This is an optimization exercise on Yosys and OpenROAD, whose aim is small area, not a production implementation. In this exercise RTL edits were held to simulation tests only and were not proved equivalent to the original.

==> job 8417 <==
Design register_file_scoreboard, start of the top module:
module register_file_scoreboard #(
  parameter int DATA_WIDTH = 32
) (
  input  wire logic                   clk,
  input  wire logic                   rst_n,
  input  wire logic [4:0]             rs_addr,
  input  wire logic [4:0]             rt_addr,
  output      logic [DATA_WIDTH-1:0]  rs_data,
  output      logic [DATA_WIDTH-1:0]  rt_data,
  output      logic                   rs_busy,
  output      logic                   rt_busy,
  input  wire logic                   wr_en,
  input  wire logic [4:0]             wr_addr,
  input  wire logic [DATA_WIDTH-1:0]  wr_data,
  input  wire logic                   issue_en,
  input  wire logic [4:0]             issue_dst,
  output      logic [5:0]             busy_count
);
  logic [DATA_WIDTH-1:0] r_regs [1:31];
  logic [DATA_WIDTH-1:0] w_regs_d [1:31];
  logic [31:1]           r_valid;
  logic [31:0]           r_busy;
  logic [5:0]            r_busy_count;
  logic [31:1]           w_we;
  logic [31:1]           w_web;
  logic [31:1]           w_iss;
  logic [31:1]           w_valid_d;
  logic [31:1]           w_rs_sel;
  logic [31:1]           w_rt_sel;
  logic                  w_wr_hit;
  logic                  w_iss_hit;
  logic                  w_rs_byp;
  logic                  w_rt_byp;
  logic [5:0]            w_pop;
  assign w_wr_hit  = wr_en    && (wr_addr   != 5'd0);
  assign w_iss_hit = issue_en && (issue_dst != 5'd0);
  assign w_rs_byp = rst_n && w_wr_hit && (wr_addr == rs_addr);
  assign w_rt_byp = rst_n && w_wr_hit && (wr_addr == rt_addr);
  logic [3:0] w_wr_lo, w_rs_lo, w_rt_lo;
  logic [7:0] w_wr_hi, w_rs_hi, w_rt_hi;
  always_comb begin
  ...
==> module rfsb_and3, before the edit <==
module rfsb_and3 (
  input  wire logic a,
  input  wire logic b,
  input  wire logic c,
  output      logic y
);
  assign y = a & b & c;
endmodule
==> module rfsb_or2, before the edit <==
module rfsb_or2 (
  input  wire logic a,
  input  wire logic b,
  output      logic y
);
  assign y = a | b;
endmodule
==> module rfsb_inv, before the edit <==
module rfsb_inv (
  input  wire logic a,
  output      logic y
);
  assign y = ~a;
endmodule
==> module rfsb_nand11, before the edit <==
module rfsb_nand11 (
  input  wire logic [10:0] t,
  output      logic        y
);
  assign y = ~(&t);
endmodule
==> module rfsb_rdbit, before the edit <==
module rfsb_rdbit (
  input  wire logic [31:1] s,
  input  wire logic [31:1] d,
  output      logic        y
);
  logic [10:0] t;
  for (genvar g = 0; g < 10; g++) begin : g_aoi
    rfsb_aoi222 u_aoi (
      .s (s[3*g+3:3*g+1]),
      .d (d[3*g+3:3*g+1]),
      .y (t[g])
    );
  end
  rfsb_nand2 u_n31 (.a(s[31]), .b(d[31]), .y(t[10]));
  rfsb_nand11 u_or (.t(t), .y(y));
endmodule
==> module register_file_scoreboard, before the edit <==
module register_file_scoreboard #(
  parameter int DATA_WIDTH = 32
) (
  input  wire logic                   clk,
  input  wire logic                   rst_n,
  input  wire logic [4:0]             rs_addr,
  input  wire logic [4:0]             rt_addr,
  output      logic [DATA_WIDTH-1:0]  rs_data,
  output      logic [DATA_WIDTH-1:0]  rt_data,
  output      logic                   rs_busy,
  output      logic                   rt_busy,
  input  wire logic                   wr_en,
  input  wire logic [4:0]             wr_addr,
  input  wire logic [DATA_WIDTH-1:0]  wr_data,
  input  wire logic                   issue_en,
  input  wire logic [4:0]             issue_dst,
  output      logic [5:0]             busy_count
);
  logic [DATA_WIDTH-1:0] r_regs [1:31];
  logic [DATA_WIDTH-1:0] w_regs_d [1:31];
  logic [31:1]           r_valid;
  logic [31:0]           r_busy;
  logic [5:0]            r_busy_count;
  logic [31:1]           w_we;
  logic [31:1]           w_web;
  logic [31:1]           w_iss;
  logic [31:1]           w_valid_d;
  logic [31:1]           w_rs_sel;
  logic [31:1]           w_rt_sel;
  logic                  w_wr_hit;
  logic                  w_iss_hit;
  logic                  w_rs_byp;
  logic                  w_rt_byp;
  logic [5:0]            w_pop;
  assign w_wr_hit  = wr_en    && (wr_addr   != 5'd0);
  assign w_iss_hit = issue_en && (issue_dst != 5'd0);
  assign w_rs_byp = rst_n && w_wr_hit && (wr_addr == rs_addr);
  assign w_rt_byp = rst_n && w_wr_hit && (wr_addr == rt_addr);
  logic [3:0] w_wr_lo, w_rs_lo, w_rt_lo;
  logic [7:0] w_wr_hi, w_rs_hi, w_rt_hi;
  always_comb begin
    for (int k = 0; k < 4; k++) begin
      w_wr_lo[k] = rst_n && wr_en && (wr_addr[1:0] == 2'(k));
      w_rs_lo[k] = (rs_addr[1:0] == 2'(k));
      w_rt_lo[k] = (rt_addr[1:0] == 2'(k));
    end
    for (int j = 0; j < 8; j++) begin
      w_wr_hi[j] = (wr_addr[4:2] == 3'(j));
      w_rs_hi[j] = (rs_addr[4:2] == 3'(j));
      w_rt_hi[j] = (rt_addr[4:2] == 3'(j));
    end
    for (int i = 1; i < 32; i++) begin
      w_iss[i] = issue_en && (issue_dst == 5'(i));
    end
  end
  for (genvar i = 1; i < 32; i++) begin : g_dec
    rfsb_nand2 u_web (.a(w_wr_lo[i%4]), .b(w_wr_hi[i/4]), .y(w_web[i]));
    rfsb_inv   u_we  (.a(w_web[i]), .y(w_we[i]));
    rfsb_or2   u_vd  (.a(r_valid[i]), .b(w_we[i]), .y(w_valid_d[i]));
    rfsb_and3  u_rs  (.a(w_rs_lo[i%4]), .b(w_rs_hi[i/4]), .c(w_valid_d[i]), .y(w_rs_sel[i]));
    rfsb_and3  u_rt  (.a(w_rt_lo[i%4]), .b(w_rt_hi[i/4]), .c(w_valid_d[i]), .y(w_rt_sel[i]));
  end
  always_comb begin
    w_pop = 6'd0;
    for (int i = 1; i < 32; i++) begin
      w_pop = w_pop + {5'd0, r_busy[i]};
    end
  end
  for (genvar i = 1; i < 32; i++) begin : g_row
    for (genvar b = 0; b < DATA_WIDTH; b++) begin : g_bit
      rfsb_hold u_hold (
        .we  (w_we[i]),
        .web (w_web[i]),
        .d   (wr_data[b]),
        .q   (r_regs[i][b]),
        .y   (w_regs_d[i][b])
      );
    end
  end
  always_ff @(posedge clk) begin
    for (int i = 1; i < 32; i++) begin
      r_regs[i] <= w_regs_d[i];
    end
  end
  always_ff @(posedge clk or negedge rst_n) begin
    if (!rst_n) begin
      r_valid      <= '0;
      r_busy       <= '0;
      r_busy_count <= '0;
    end else begin
      r_valid      <= w_valid_d;
      r_busy       <= {(r_busy[31:1] & w_web) | w_iss, 1'b0};
      r_busy_count <= w_pop;
    end
  end
  for (genvar b = 0; b < DATA_WIDTH; b++) begin : g_rd
    logic [31:1] w_col;
    for (genvar i = 1; i < 32; i++) begin : g_col
      assign w_col[i] = w_regs_d[i][b];
    end
    rfsb_rdbit u_rs (.s(w_rs_sel), .d(w_col), .y(rs_data[b]));
    rfsb_rdbit u_rt (.s(w_rt_sel), .d(w_col), .y(rt_data[b]));
  end
  assign rs_busy    = w_rs_byp ? (w_iss_hit && (issue_dst == rs_addr)) : r_busy[rs_addr];
  assign rt_busy    = w_rt_byp ? (w_iss_hit && (issue_dst == rt_addr)) : r_busy[rt_addr];
  assign busy_count = r_busy_count;
endmodule
clock: 10.0 ns
lec_check: 0
cap_margin: 20
core_margin: 2
core_utilization: 50
slew_margin: 20
synth_hierarchical: 1
synth_minimum_keep_size: 0
standard.sh (not shown) runs the stock make flow with config.mk's settings and CLKGATE_MAP_FILE= SYNTH_SCRIPT=/design/flow/synth_recipe.tcl, a recipe that flattens the netlist after the stock synthesis.
==> flow/flow/run.sh <==
#!/bin/bash
# Own layout flow: the standard flow (standard.sh, unchanged synthesis,
# floorplan, power grid and tap cells), with two placement/CTS options set:
#  - port buffers use the smallest buffer cell instead of the default pick;
#  - the clock tree uses clkbuf_8 leaf clusters without dummy loads.
# make's full output goes to flow_make.log here; each ORFS tool writes its own
# log under orfs/logs/.
set -euo pipefail
CTS="-sink_clustering_enable -repair_clock_nets -dont_use_dummy_load"
CTS="$CTS -buf_list sky130_fd_sc_hd__clkbuf_8"
CTS="$CTS -sink_clustering_size 16 -sink_clustering_max_diameter 60"
bash standard.sh \
  "CTS_ARGS=$CTS" \
  "BUFFER_PORTS_ARGS=-buffer_cell sky130_fd_sc_hd__buf_1" \
  finish > flow_make.log 2>&1
test -f out/final.def
==> inputs of job 5659, as changes to job 8417 <==
--- a/flow/design.v
+++ b/flow/design.v
@@ -16,25 +16,4 @@
   assign y = ~((s[0] & d[0]) | (s[1] & d[1]) | (s[2] & d[2]));
 endmodule
-module rfsb_and3 (
-  input  wire logic a,
-  input  wire logic b,
-  input  wire logic c,
-  output      logic y
-);
-  assign y = a & b & c;
-endmodule
-module rfsb_or2 (
-  input  wire logic a,
-  input  wire logic b,
-  output      logic y
-);
-  assign y = a | b;
-endmodule
-module rfsb_inv (
-  input  wire logic a,
-  output      logic y
-);
-  assign y = ~a;
-endmodule
 module rfsb_nand2 (
   input  wire logic a,
@@ -44,6 +23,6 @@
   assign y = ~(a & b);
 endmodule
-module rfsb_nand11 (
-  input  wire logic [10:0] t,
+module rfsb_nand12 (
+  input  wire logic [11:0] t,
   output      logic        y
 );
@@ -53,7 +32,9 @@
   input  wire logic [31:1] s,
   input  wire logic [31:1] d,
+  input  wire logic        byp,
+  input  wire logic        wd,
   output      logic        y
 );
-  logic [10:0] t;
+  logic [11:0] t;
   for (genvar g = 0; g < 10; g++) begin : g_aoi
     rfsb_aoi222 u_aoi (
@@ -64,5 +45,6 @@
   end
   rfsb_nand2 u_n31 (.a(s[31]), .b(d[31]), .y(t[10]));
-  rfsb_nand11 u_or (.t(t), .y(y));
+  rfsb_nand2 u_nbp (.a(byp),   .b(wd),    .y(t[11]));
+  rfsb_nand12 u_or (.t(t), .y(y));
 endmodule
 module register_file_scoreboard #(
@@ -92,5 +74,4 @@
   logic [31:1]           w_web;
   logic [31:1]           w_iss;
-  logic [31:1]           w_valid_d;
   logic [31:1]           w_rs_sel;
   logic [31:1]           w_rt_sel;
@@ -104,27 +85,12 @@
   assign w_rs_byp = rst_n && w_wr_hit && (wr_addr == rs_addr);
   assign w_rt_byp = rst_n && w_wr_hit && (wr_addr == rt_addr);
-  logic [3:0] w_wr_lo, w_rs_lo, w_rt_lo;
-  logic [7:0] w_wr_hi, w_rs_hi, w_rt_hi;
   always_comb begin
-    for (int k = 0; k < 4; k++) begin
-      w_wr_lo[k] = rst_n && wr_en && (wr_addr[1:0] == 2'(k));
-      w_rs_lo[k] = (rs_addr[1:0] == 2'(k));
-      w_rt_lo[k] = (rt_addr[1:0] == 2'(k));
+    for (int i = 1; i < 32; i++) begin
+      w_we[i]     = wr_en    && (wr_addr   == 5'(i));
+      w_web[i]    = !w_we[i];
+      w_iss[i]    = issue_en && (issue_dst == 5'(i));
+      w_rs_sel[i] = (rs_addr == 5'(i)) && r_valid[i] && !w_rs_byp;
+      w_rt_sel[i] = (rt_addr == 5'(i)) && r_valid[i] && !w_rt_byp;
     end
-    for (int j = 0; j < 8; j++) begin
-      w_wr_hi[j] = (wr_addr[4:2] == 3'(j));
-      w_rs_hi[j] = (rs_addr[4:2] == 3'(j));
-      w_rt_hi[j] = (rt_addr[4:2] == 3'(j));
-    end
-    for (int i = 1; i < 32; i++) begin
-      w_iss[i] = issue_en && (issue_dst == 5'(i));
-    end
-  end
-  for (genvar i = 1; i < 32; i++) begin : g_dec
-    rfsb_nand2 u_web (.a(w_wr_lo[i%4]), .b(w_wr_hi[i/4]), .y(w_web[i]));
-    rfsb_inv   u_we  (.a(w_web[i]), .y(w_we[i]));
-    rfsb_or2   u_vd  (.a(r_valid[i]), .b(w_we[i]), .y(w_valid_d[i]));
-    rfsb_and3  u_rs  (.a(w_rs_lo[i%4]), .b(w_rs_hi[i/4]), .c(w_valid_d[i]), .y(w_rs_sel[i]));
-    rfsb_and3  u_rt  (.a(w_rt_lo[i%4]), .b(w_rt_hi[i/4]), .c(w_valid_d[i]), .y(w_rt_sel[i]));
   end
   always_comb begin
@@ -156,5 +122,5 @@
       r_busy_count <= '0;
     end else begin
-      r_valid      <= w_valid_d;
+      r_valid      <= r_valid | w_we;
       r_busy       <= {(r_busy[31:1] & w_web) | w_iss, 1'b0};
       r_busy_count <= w_pop;
@@ -164,8 +130,8 @@
     logic [31:1] w_col;
     for (genvar i = 1; i < 32; i++) begin : g_col
-      assign w_col[i] = w_regs_d[i][b];
+      assign w_col[i] = r_regs[i][b];
     end
-    rfsb_rdbit u_rs (.s(w_rs_sel), .d(w_col), .y(rs_data[b]));
-    rfsb_rdbit u_rt (.s(w_rt_sel), .d(w_col), .y(rt_data[b]));
+    rfsb_rdbit u_rs (.s(w_rs_sel), .d(w_col), .byp(w_rs_byp), .wd(wr_data[b]), .y(rs_data[b]));
+    rfsb_rdbit u_rt (.s(w_rt_sel), .d(w_col), .byp(w_rt_byp), .wd(wr_data[b]), .y(rt_data[b]));
   end
   assign rs_busy    = w_rs_byp ? (w_iss_hit && (issue_dst == rs_addr)) : r_busy[rs_addr];
==> flow/run.sh (new file) <==
#!/bin/bash
# synth_recipe.tcl (not shown) runs the flow's synth.tcl, then flattens the netlist and writes it again
# the make line also repeats each setting of config.mk as NAME=value (left out here)
make -C /OpenROAD-flow-scripts/flow DESIGN_CONFIG=/design/flow/config.mk WORK_HOME=/design/flow/orfs CLKGATE_MAP_FILE= SYNTH_SCRIPT=/design/flow/synth_recipe.tcl finish
CORE_UTILIZATION = 40   (was 50)
removed: flow/flow/run.sh
removed: flow/standard.sh
==> key figures <==
Yosys
  – Arithmetic-cell share of the synthesized area counting full adders, half adders and majority gates: 1.32%

Cells and area
  – Ant diodes: 11

Clock tree
  – CTS Root Buffer Type: clkbuf_8

Outcome
  – Result of the run: timing/DRC/antenna clean
# the run above: job 8417

==> key figures <==
Outcome
  – Result of the run: timing/DRC/antenna clean

Cells and area
  – Multi-input gate area: 20100 sq um
  – Top library cells by usage in the layout, fill and taps aside: 992 x a22o_1, 992 x dfxtp_1, 640 x a222oi_1, 194 x nand4_1, 157 x nand2_1

Clock tree
  – CTS Root Buffer Type: clkbuf_16

Yosys
  – Arithmetic-cell share of the synthesized area counting full adders, half adders and majority gates: 1.31%
# the run above: job 5659

## static timing again, ports no longer ideal
The flow's constraints put no driver on any port. The routed layouts listed below were extracted and timed again, unchanged, in two steps. Step 1 assumes that a clkbuf_16 drives the clock port and a buf_2 every other input. Step 2 moves the port delays by t, midway between the first and last clock arrival at a register: inputs arrive t later, outputs are due t later. That takes back most of the time a late clock gives input paths. a / b / c = ideal ports / drivers / drivers and shift; a / b = the first two.
run | t (ns) | slack for setup (ns) | worst setup path at the end
job 8417 | 0.817 | 1.393 / 1.371 / 1.371 | input to output
job 5659 | 0.764 | 1.192 / 1.170 / 1.170 | input to output
After both steps every run listed still meets setup and hold.
